This is an optimization exercise on Yosys and OpenROAD, whose aim is small area, a short achievable clock period and few clock cycles per item, not a production implementation.
RTL that was checked went through simulation tests only; none was proved equivalent to the original.
Power is estimated from default activity; no workload was simulated.

==> run H <==
Design multi_module_liveness_watchdog_core, start of the top module:
module multi_module_liveness_watchdog_core
(
    input  logic        clk,
    input  logic        rst_n,
    input  logic        item_valid,
    output logic        item_stall,
    input  logic        command,
    input  logic [1:0]  module_req,
    input  logic [31:0] now_ms,
    output logic        result_valid,
    input  logic        result_stall,
    output logic        reboot,
    output logic [1:0]  reboot_module,
    output logic [2:0]  error_mask,
    output logic [1:0]  remembered_failure,
    input  logic        cfg_valid,
    output logic        cfg_ready,
    input  logic [1:0]  cfg_index,
    input  logic [31:0] cfg_data
);
==> flow/config.mk <==
export PLATFORM = sky130hd
export DESIGN_NAME = multi_module_liveness_watchdog_core
export DESIGN_NICKNAME = multi_module_liveness_watchdog_core
export VERILOG_FILES = /design/flow/design.v
export SDC_FILE = /design/flow/constraint.sdc
export NUM_CORES = 4
export LEC_CHECK = 0
export ABC_AREA = 1
export CAP_MARGIN = 20
export CORE_MARGIN = 2
export CORE_UTILIZATION = 40
export CTS_CLUSTER_DIAMETER = 60
export CTS_CLUSTER_SIZE = 30
export SETUP_SLACK_MARGIN = 4.5
export SLEW_MARGIN = 20
export TNS_END_PERCENT = 100
==> flow/constraint.sdc <==
create_clock -name core_clock -period 7.0 [get_ports {clk}]
set_input_delay 1.4000 -clock core_clock [delete_from_list [all_inputs] [get_ports {clk}]]
set_output_delay 1.4000 -clock core_clock [all_outputs]
set_load 0.01 [all_outputs]
run.sh (not shown) runs the stock make flow with config.mk's settings and CLKGATE_MAP_FILE= SYNTH_SCRIPT=/design/flow/synth_recipe.tcl, a recipe that flattens the netlist after the stock synthesis.
==> run E (differences from run H) <==
--- a/flow/design.v
+++ b/flow/design.v
@@ -85,23 +85,24 @@
     logic        iv_reg;
     logic        icmd_reg;
     logic [1:0]  imr_reg;
     logic [31:0] inown_reg;       
     logic        v2_reg;
-    logic        rf_reg;          
+    logic        pk_reg;
     logic        cmd2_reg;
+    logic [1:0]  mr2_reg;
     logic [31:0] now2n_reg;       
     logic [6:0]  p0_reg, p1_reg, p2_reg, pc_reg;
     logic [3:0]  qv_reg;
     logic [7:0]  q0_reg;
     logic [3:0]  q1_reg, q2_reg, q3_reg;
     logic        stall_reg;
     logic        accept;
     logic        commit;
     logic        repl;
     logic        adv;
-    logic [31:0] now1n;           
+    logic        cap_keep;
     logic [6:0]  p0, p1, p2, pc;
     logic [2:0]  late2_reg;
     logic        cool2_reg;
     logic [2:0]  rbv;
     logic        dc;
@@ -115,23 +116,21 @@
     logic [2:0]  mask_n;
     logic [7:0]  res_n;
     logic [3:0]  resc_n;
     logic [7:0]  q1_dec;
     logic        kw0, kw1, kw2, rbw;
-    logic        iv_n, v2_n;
-    logic        fa, fb;
+    logic        iv_n, v2_n, pk_n;
     logic        shift;
     logic [3:0]  qv_n;
     logic        full_n;
     assign cfg_ready  = 1'b1;
     assign item_stall = stall_reg;
     assign accept     = item_valid && !stall_reg;
-    assign now1n = rf_reg ? now2n_reg : inown_reg;
-    lwd_late_a u_a0 (.now_n(now1n), .t(kick0_reg), .lim(tmo0_reg), .part(p0));
-    lwd_late_a u_a1 (.now_n(now1n), .t(kick1_reg), .lim(tmo1_reg), .part(p1));
-    lwd_late_a u_a2 (.now_n(now1n), .t(kick2_reg), .lim(tmo2_reg), .part(p2));
-    lwd_late_a u_ac (.now_n(now1n), .t(start_reg), .lim(cdn_reg),  .part(pc));
+    lwd_late_a u_a0 (.now_n(inown_reg), .t(kick0_reg), .lim(tmo0_reg), .part(p0));
+    lwd_late_a u_a1 (.now_n(inown_reg), .t(kick1_reg), .lim(tmo1_reg), .part(p1));
+    lwd_late_a u_a2 (.now_n(inown_reg), .t(kick2_reg), .lim(tmo2_reg), .part(p2));
+    lwd_late_a u_ac (.now_n(inown_reg), .t(start_reg), .lim(cdn_reg),  .part(pc));
     lwd_late_b u_b0 (.part(p0_reg), .late(late2_reg[0]));
     lwd_late_b u_b1 (.part(p1_reg), .late(late2_reg[1]));
     lwd_late_b u_b2 (.part(p2_reg), .late(late2_reg[2]));
     lwd_late_b u_bc (.part(pc_reg), .late(cool2_reg));
     assign dc     = deg_reg && cool2_reg;
@@ -164,26 +163,27 @@
         resc_n = {rb, deg_n, fail_n};
     end
     assign q1_dec = {q1_reg[3], q1_reg[3] ? q1_reg[1:0] : 2'd0,
                      !q1_reg[2] ? 3'b000 : (q1_reg[1:0] == 2'd0) ? 3'b001 : (q1_reg[1:0] == 2'd1) ? 3'b010 : 3'b100,
                      q1_reg[1:0]};
-    assign commit   = v2_reg && !rf_reg;
+    assign commit   = v2_reg;
     assign repl     = commit && rb && iv_reg && icmd_reg;
-    assign adv      = iv_reg && !rf_reg;
+    assign adv      = iv_reg && !repl;
+    assign cap_keep = iv_reg && !adv;
     assign deg_eff  = commit ? deg_n : deg_reg;
-    assign iv_n = (rf_reg && iv_reg) || accept;
-    assign v2_n = rf_reg ? v2_reg : iv_reg;
+    assign iv_n = pk_reg || cap_keep || (accept && !repl);
+    assign v2_n = adv;
+    assign pk_n = repl && accept;
     assign shift = qv_reg[0] && !result_stall;
     assign qv_n  = shift ? ({1'b0, qv_reg[3:1]} | ({4{commit}} & qv_reg & ~{1'b0, qv_reg[3:1]}))
                          : (qv_reg | ({4{commit}} & ~qv_reg & {qv_reg[2:0], 1'b1}));
-    assign fa     = rf_reg || iv_reg;
-    assign fb     = rf_reg ? (iv_reg || accept) : accept;
-    assign full_n = qv_n[3] || (qv_n[2] && (fa || fb)) || (qv_n[1] && fa && fb);
+    assign full_n = qv_n[3] || (qv_n[2] && (iv_reg || pk_reg || accept))
+                  || (qv_n[1] && iv_reg && (pk_reg || accept));
     assign rbw = commit && rb;
-    assign kw0 = adv && !icmd_reg && imr_reg == 2'd0;
-    assign kw1 = adv && !icmd_reg && imr_reg == 2'd1;
-    assign kw2 = adv && !icmd_reg && imr_reg == 2'd2;
+    assign kw0 = iv_reg && !icmd_reg && imr_reg == 2'd0;
+    assign kw1 = iv_reg && !icmd_reg && imr_reg == 2'd1;
+    assign kw2 = iv_reg && !icmd_reg && imr_reg == 2'd2;
     always_ff @(posedge clk or negedge rst_n)
     begin
         if (!rst_n)
         begin
             tmo0_reg  <= TMO0_RST;
@@ -195,11 +195,11 @@
             kick2_reg <= '0;
             deg_reg   <= 1'b0;
             fail_reg  <= 2'd3;
             iv_reg    <= 1'b0;
             v2_reg    <= 1'b0;
-            rf_reg    <= 1'b0;
+            pk_reg    <= 1'b0;
             qv_reg    <= 4'b0000;
             stall_reg <= 1'b0;
         end
         else
         begin
@@ -229,30 +229,46 @@
                 deg_reg  <= deg_n;
                 fail_reg <= fail_n;
             end
             iv_reg    <= iv_n;
             v2_reg    <= v2_n;
-            rf_reg    <= repl;
+            pk_reg    <= pk_n;
             qv_reg    <= qv_n;
-            stall_reg <= (repl && accept) || full_n;
+            stall_reg <= pk_n || full_n;
         end
     end
     always_ff @(posedge clk)
     begin
         if (adv && !deg_eff)
         begin
             start_reg <= ~inown_reg;
         end
-        if (!stall_reg)
-        begin
-            icmd_reg  <= command;
-            imr_reg   <= module_req;
-            inown_reg <= ~now_ms;
-        end
-        if (!rf_reg)
+        if (!cap_keep)
+        begin
+            if (pk_reg)
+            begin
+                icmd_reg <= cmd2_reg;
+                imr_reg  <= mr2_reg;
+                inown_reg <= now2n_reg;
+            end
+            else
+            begin
+                icmd_reg <= command;
+                imr_reg  <= module_req;
+                inown_reg <= ~now_ms;
+            end
+        end
+        if (repl)
+        begin
+            cmd2_reg <= command;
+            mr2_reg  <= module_req;
+            now2n_reg <= ~now_ms;
+        end
+        else
         begin
             cmd2_reg  <= icmd_reg;
+            mr2_reg   <= imr_reg;
             now2n_reg <= inown_reg;
         end
         p0_reg <= p0;
         p1_reg <= p1;
         p2_reg <= p2;
==> flow/flow/run.sh (new file) <==
#!/bin/bash
# The standard layout (the standard.sh), with clock tree synthesis options
# of our own (no dummy loads for balancing, larger sink clusters) and the
# smallest buffer on each port; repair resizes port buffers where timing needs.
export CTS_ARGS="-sink_clustering_enable -repair_clock_nets -sink_clustering_size 35 -sink_clustering_max_diameter 70 -dont_use_dummy_load"
export BUFFER_PORTS_ARGS="-buffer_cell sky130_fd_sc_hd__buf_1"
bash standard.sh > standard.log 2>&1
==> flow/standard.sh (new file) <==
#!/bin/bash
# synth_recipe.tcl (not shown) runs the flow's synth.tcl, then flattens the netlist and writes it again
# the make line also repeats each setting of config.mk as NAME=value (left out here)
make -C /OpenROAD-flow-scripts/flow DESIGN_CONFIG=/design/flow/config.mk WORK_HOME=/design/flow/orfs CLKGATE_MAP_FILE= SYNTH_SCRIPT=/design/flow/synth_recipe.tcl "${@:-finish}"
SYNTH_HIERARCHICAL = 1   (was default)
SYNTH_MINIMUM_KEEP_SIZE = 0   (was default)
removed: flow/run.sh
==> run C (differences from run H) <==
--- a/flow/design.v
+++ b/flow/design.v
@@ -85,23 +85,23 @@
     logic        iv_reg;
     logic        icmd_reg;
     logic [1:0]  imr_reg;
     logic [31:0] inown_reg;       
     logic        v2_reg;
-    logic        rf_reg;          
+    logic        pk_reg;
     logic        cmd2_reg;
+    logic [1:0]  mr2_reg;
     logic [31:0] now2n_reg;       
     logic [6:0]  p0_reg, p1_reg, p2_reg, pc_reg;
     logic [3:0]  qv_reg;
-    logic [7:0]  q0_reg;
-    logic [3:0]  q1_reg, q2_reg, q3_reg;
+    logic [7:0]  q0_reg, q1_reg, q2_reg, q3_reg;
     logic        stall_reg;
     logic        accept;
     logic        commit;
     logic        repl;
     logic        adv;
-    logic [31:0] now1n;           
+    logic        cap_keep;
     logic [6:0]  p0, p1, p2, pc;
     logic [2:0]  late2_reg;
     logic        cool2_reg;
     logic [2:0]  rbv;
     logic        dc;
@@ -112,26 +112,22 @@
     logic        deg_n;
     logic [1:0]  fail_n;
     logic        deg_eff;
     logic [2:0]  mask_n;
     logic [7:0]  res_n;
-    logic [3:0]  resc_n;
-    logic [7:0]  q1_dec;
     logic        kw0, kw1, kw2, rbw;
-    logic        iv_n, v2_n;
-    logic        fa, fb;
+    logic        iv_n, v2_n, pk_n;
     logic        shift;
     logic [3:0]  qv_n;
-    logic        full_n;
+    logic [2:0]  cnt_n;
     assign cfg_ready  = 1'b1;
     assign item_stall = stall_reg;
     assign accept     = item_valid && !stall_reg;
-    assign now1n = rf_reg ? now2n_reg : inown_reg;
-    lwd_late_a u_a0 (.now_n(now1n), .t(kick0_reg), .lim(tmo0_reg), .part(p0));
-    lwd_late_a u_a1 (.now_n(now1n), .t(kick1_reg), .lim(tmo1_reg), .part(p1));
-    lwd_late_a u_a2 (.now_n(now1n), .t(kick2_reg), .lim(tmo2_reg), .part(p2));
-    lwd_late_a u_ac (.now_n(now1n), .t(start_reg), .lim(cdn_reg),  .part(pc));
+    lwd_late_a u_a0 (.now_n(inown_reg), .t(kick0_reg), .lim(tmo0_reg), .part(p0));
+    lwd_late_a u_a1 (.now_n(inown_reg), .t(kick1_reg), .lim(tmo1_reg), .part(p1));
+    lwd_late_a u_a2 (.now_n(inown_reg), .t(kick2_reg), .lim(tmo2_reg), .part(p2));
+    lwd_late_a u_ac (.now_n(inown_reg), .t(start_reg), .lim(cdn_reg),  .part(pc));
     lwd_late_b u_b0 (.part(p0_reg), .late(late2_reg[0]));
     lwd_late_b u_b1 (.part(p1_reg), .late(late2_reg[1]));
     lwd_late_b u_b2 (.part(p2_reg), .late(late2_reg[2]));
     lwd_late_b u_bc (.part(pc_reg), .late(cool2_reg));
     assign dc     = deg_reg && cool2_reg;
@@ -159,31 +155,27 @@
             fail_n = (fvalid && !late_f) ? 2'd3 : fail_reg;
             deg_n  = fvalid && late_f;
         end
         mask_n = deg_n ? ((fail_n == 2'd0) ? 3'b001 : (fail_n == 2'd1) ? 3'b010 : 3'b100) : 3'b000;
         res_n  = {rb, rbmod, mask_n, fail_n};
-        resc_n = {rb, deg_n, fail_n};
     end
-    assign q1_dec = {q1_reg[3], q1_reg[3] ? q1_reg[1:0] : 2'd0,
-                     !q1_reg[2] ? 3'b000 : (q1_reg[1:0] == 2'd0) ? 3'b001 : (q1_reg[1:0] == 2'd1) ? 3'b010 : 3'b100,
-                     q1_reg[1:0]};
-    assign commit   = v2_reg && !rf_reg;
+    assign commit   = v2_reg;
     assign repl     = commit && rb && iv_reg && icmd_reg;
-    assign adv      = iv_reg && !rf_reg;
+    assign adv      = iv_reg && !repl;
+    assign cap_keep = iv_reg && !adv;
     assign deg_eff  = commit ? deg_n : deg_reg;
-    assign iv_n = (rf_reg && iv_reg) || accept;
-    assign v2_n = rf_reg ? v2_reg : iv_reg;
+    assign iv_n = pk_reg || cap_keep || (accept && !repl);
+    assign v2_n = adv;
+    assign pk_n = repl && accept;
     assign shift = qv_reg[0] && !result_stall;
     assign qv_n  = shift ? ({1'b0, qv_reg[3:1]} | ({4{commit}} & qv_reg & ~{1'b0, qv_reg[3:1]}))
                          : (qv_reg | ({4{commit}} & ~qv_reg & {qv_reg[2:0], 1'b1}));
-    assign fa     = rf_reg || iv_reg;
-    assign fb     = rf_reg ? (iv_reg || accept) : accept;
-    assign full_n = qv_n[3] || (qv_n[2] && (fa || fb)) || (qv_n[1] && fa && fb);
+    assign cnt_n = 3'(iv_n) + 3'(v2_n) + 3'(pk_n) + 3'(qv_n[0]) + 3'(qv_n[1]) + 3'(qv_n[2]) + 3'(qv_n[3]);
     assign rbw = commit && rb;
-    assign kw0 = adv && !icmd_reg && imr_reg == 2'd0;
-    assign kw1 = adv && !icmd_reg && imr_reg == 2'd1;
-    assign kw2 = adv && !icmd_reg && imr_reg == 2'd2;
+    assign kw0 = iv_reg && !icmd_reg && imr_reg == 2'd0;
+    assign kw1 = iv_reg && !icmd_reg && imr_reg == 2'd1;
+    assign kw2 = iv_reg && !icmd_reg && imr_reg == 2'd2;
     always_ff @(posedge clk or negedge rst_n)
     begin
         if (!rst_n)
         begin
             tmo0_reg  <= TMO0_RST;
@@ -195,11 +187,11 @@
             kick2_reg <= '0;
             deg_reg   <= 1'b0;
             fail_reg  <= 2'd3;
             iv_reg    <= 1'b0;
             v2_reg    <= 1'b0;
-            rf_reg    <= 1'b0;
+            pk_reg    <= 1'b0;
             qv_reg    <= 4'b0000;
             stall_reg <= 1'b0;
         end
         else
         begin
@@ -229,49 +221,65 @@
                 deg_reg  <= deg_n;
                 fail_reg <= fail_n;
             end
             iv_reg    <= iv_n;
             v2_reg    <= v2_n;
-            rf_reg    <= repl;
+            pk_reg    <= pk_n;
             qv_reg    <= qv_n;
-            stall_reg <= (repl && accept) || full_n;
+            stall_reg <= pk_n || (cnt_n >= 3'd4);
         end
     end
     always_ff @(posedge clk)
     begin
         if (adv && !deg_eff)
         begin
             start_reg <= ~inown_reg;
         end
-        if (!stall_reg)
-        begin
-            icmd_reg  <= command;
-            imr_reg   <= module_req;
-            inown_reg <= ~now_ms;
-        end
-        if (!rf_reg)
+        if (!cap_keep)
+        begin
+            if (pk_reg)
+            begin
+                icmd_reg <= cmd2_reg;
+                imr_reg  <= mr2_reg;
+                inown_reg <= now2n_reg;
+            end
+            else
+            begin
+                icmd_reg <= command;
+                imr_reg  <= module_req;
+                inown_reg <= ~now_ms;
+            end
+        end
+        if (repl)
+        begin
+            cmd2_reg <= command;
+            mr2_reg  <= module_req;
+            now2n_reg <= ~now_ms;
+        end
+        else
         begin
             cmd2_reg  <= icmd_reg;
+            mr2_reg   <= imr_reg;
             now2n_reg <= inown_reg;
-        end
-        p0_reg <= p0;
-        p1_reg <= p1;
-        p2_reg <= p2;
-        pc_reg <= pc;
+            p0_reg    <= p0;
+            p1_reg    <= p1;
+            p2_reg    <= p2;
+            pc_reg    <= pc;
+        end
         if (shift)
         begin
-            q0_reg <= qv_reg[1] ? q1_dec : res_n;
-            q1_reg <= qv_reg[2] ? q2_reg : resc_n;
-            q2_reg <= qv_reg[3] ? q3_reg : resc_n;
-            q3_reg <= resc_n;
+            q0_reg <= qv_reg[1] ? q1_reg : res_n;
+            q1_reg <= qv_reg[2] ? q2_reg : res_n;
+            q2_reg <= qv_reg[3] ? q3_reg : res_n;
+            q3_reg <= res_n;
         end
         else
         begin
             if (!qv_reg[0]) q0_reg <= res_n;
-            if (!qv_reg[1]) q1_reg <= resc_n;
-            if (!qv_reg[2]) q2_reg <= resc_n;
-            if (!qv_reg[3]) q3_reg <= resc_n;
+            if (!qv_reg[1]) q1_reg <= res_n;
+            if (!qv_reg[2]) q2_reg <= res_n;
+            if (!qv_reg[3]) q3_reg <= res_n;
         end
     end
     assign result_valid       = qv_reg[0];
     assign {reboot, reboot_module, error_mask, remembered_failure} = q0_reg;
 endmodule
ABC_AREA = default   (was 1)
CTS_CLUSTER_DIAMETER = default   (was 60)
CTS_CLUSTER_SIZE = default   (was 30)
==> summary.txt <==
Outcome: run H timing/DRC/antenna clean; run C timing/DRC/antenna clean; run E timing/DRC/antenna clean
Multi-input gate share of the layout cell area: run H 0.411; run C 0.426; run E 0.447
Slew at the pin closest to its max-slew limit: run H 0.967 ns; run C 0.976 ns; run E 0.987 ns
Sequential fraction of design power: run H 0.306; run C 0.320; run E 0.379
Fraction of power spent switching nets: run H 0.461; run C 0.413; run E 0.438
Synthesis Warnings: run H 2; run C 2; run E 8
P_sw: run H 5.53 mW; run C 5.29 mW; run E 4.12 mW
Share of final layout cell area taken by clock buffers and inverters: run H 0.0460; run C 0.0477; run E 0.0307
Maximum fanout along the worst path: run H 5; run C 3; run E 1
CP endpoint: run H pc_reg[3]; run C p0_reg[3]; run E reboot
Logic depth of the worst setup path including buffers: run H 13; run C 11; run E 1
Number of resized instances in the post-cts repair step: run H 162; run C 497; run E 7
Post-route insts no fill: run H 3542; run C 3195; run E 3895
Testbench counts of run E, summed over its fixed seeds: cycles 12,035, items 12,000.
For run H and run C, only the layout was checked, not whether the RTL still works.

[afterwards: timing with drivers on the ports]
The results above use ideal ports. As a check the final layouts listed here were re-extracted and re-timed, cells and wires unchanged. Step 1 assumes that a clkbuf_16 drives the clock port and a buf_2 every other input. Step 2 also shifts input and output timing later by t, the mid clock arrival at the registers, as if the neighbouring blocks saw the same clock. Slacks: ideal / step 1 / step 2; pairs: ideal / step 1.
run | t (ns) | setup slack, ns | hold slack, ns | worst register clock-pin slew, ns | worst slew at a driven data input, ns
run H | 0.635 | 4.298 / 4.298 / 3.972 | 0.486 / 0.486 / 0.486 | 0.09 / 0.09 | 0.05
run E | 0.659 | 4.432 / 4.375 / 4.107 | 0.483 / 0.483 / 0.483 | 0.10 / 0.10 | 0.05
run C | 0.643 | 3.223 / 3.223 / 2.947 | 0.451 / 0.451 / 0.451 | 0.07 / 0.07 | 0.09
After both steps every run listed still meets setup and hold. The setup slack of run H, which loses most, moves by 0.000 ns with the drivers and by -0.326 ns with both steps.
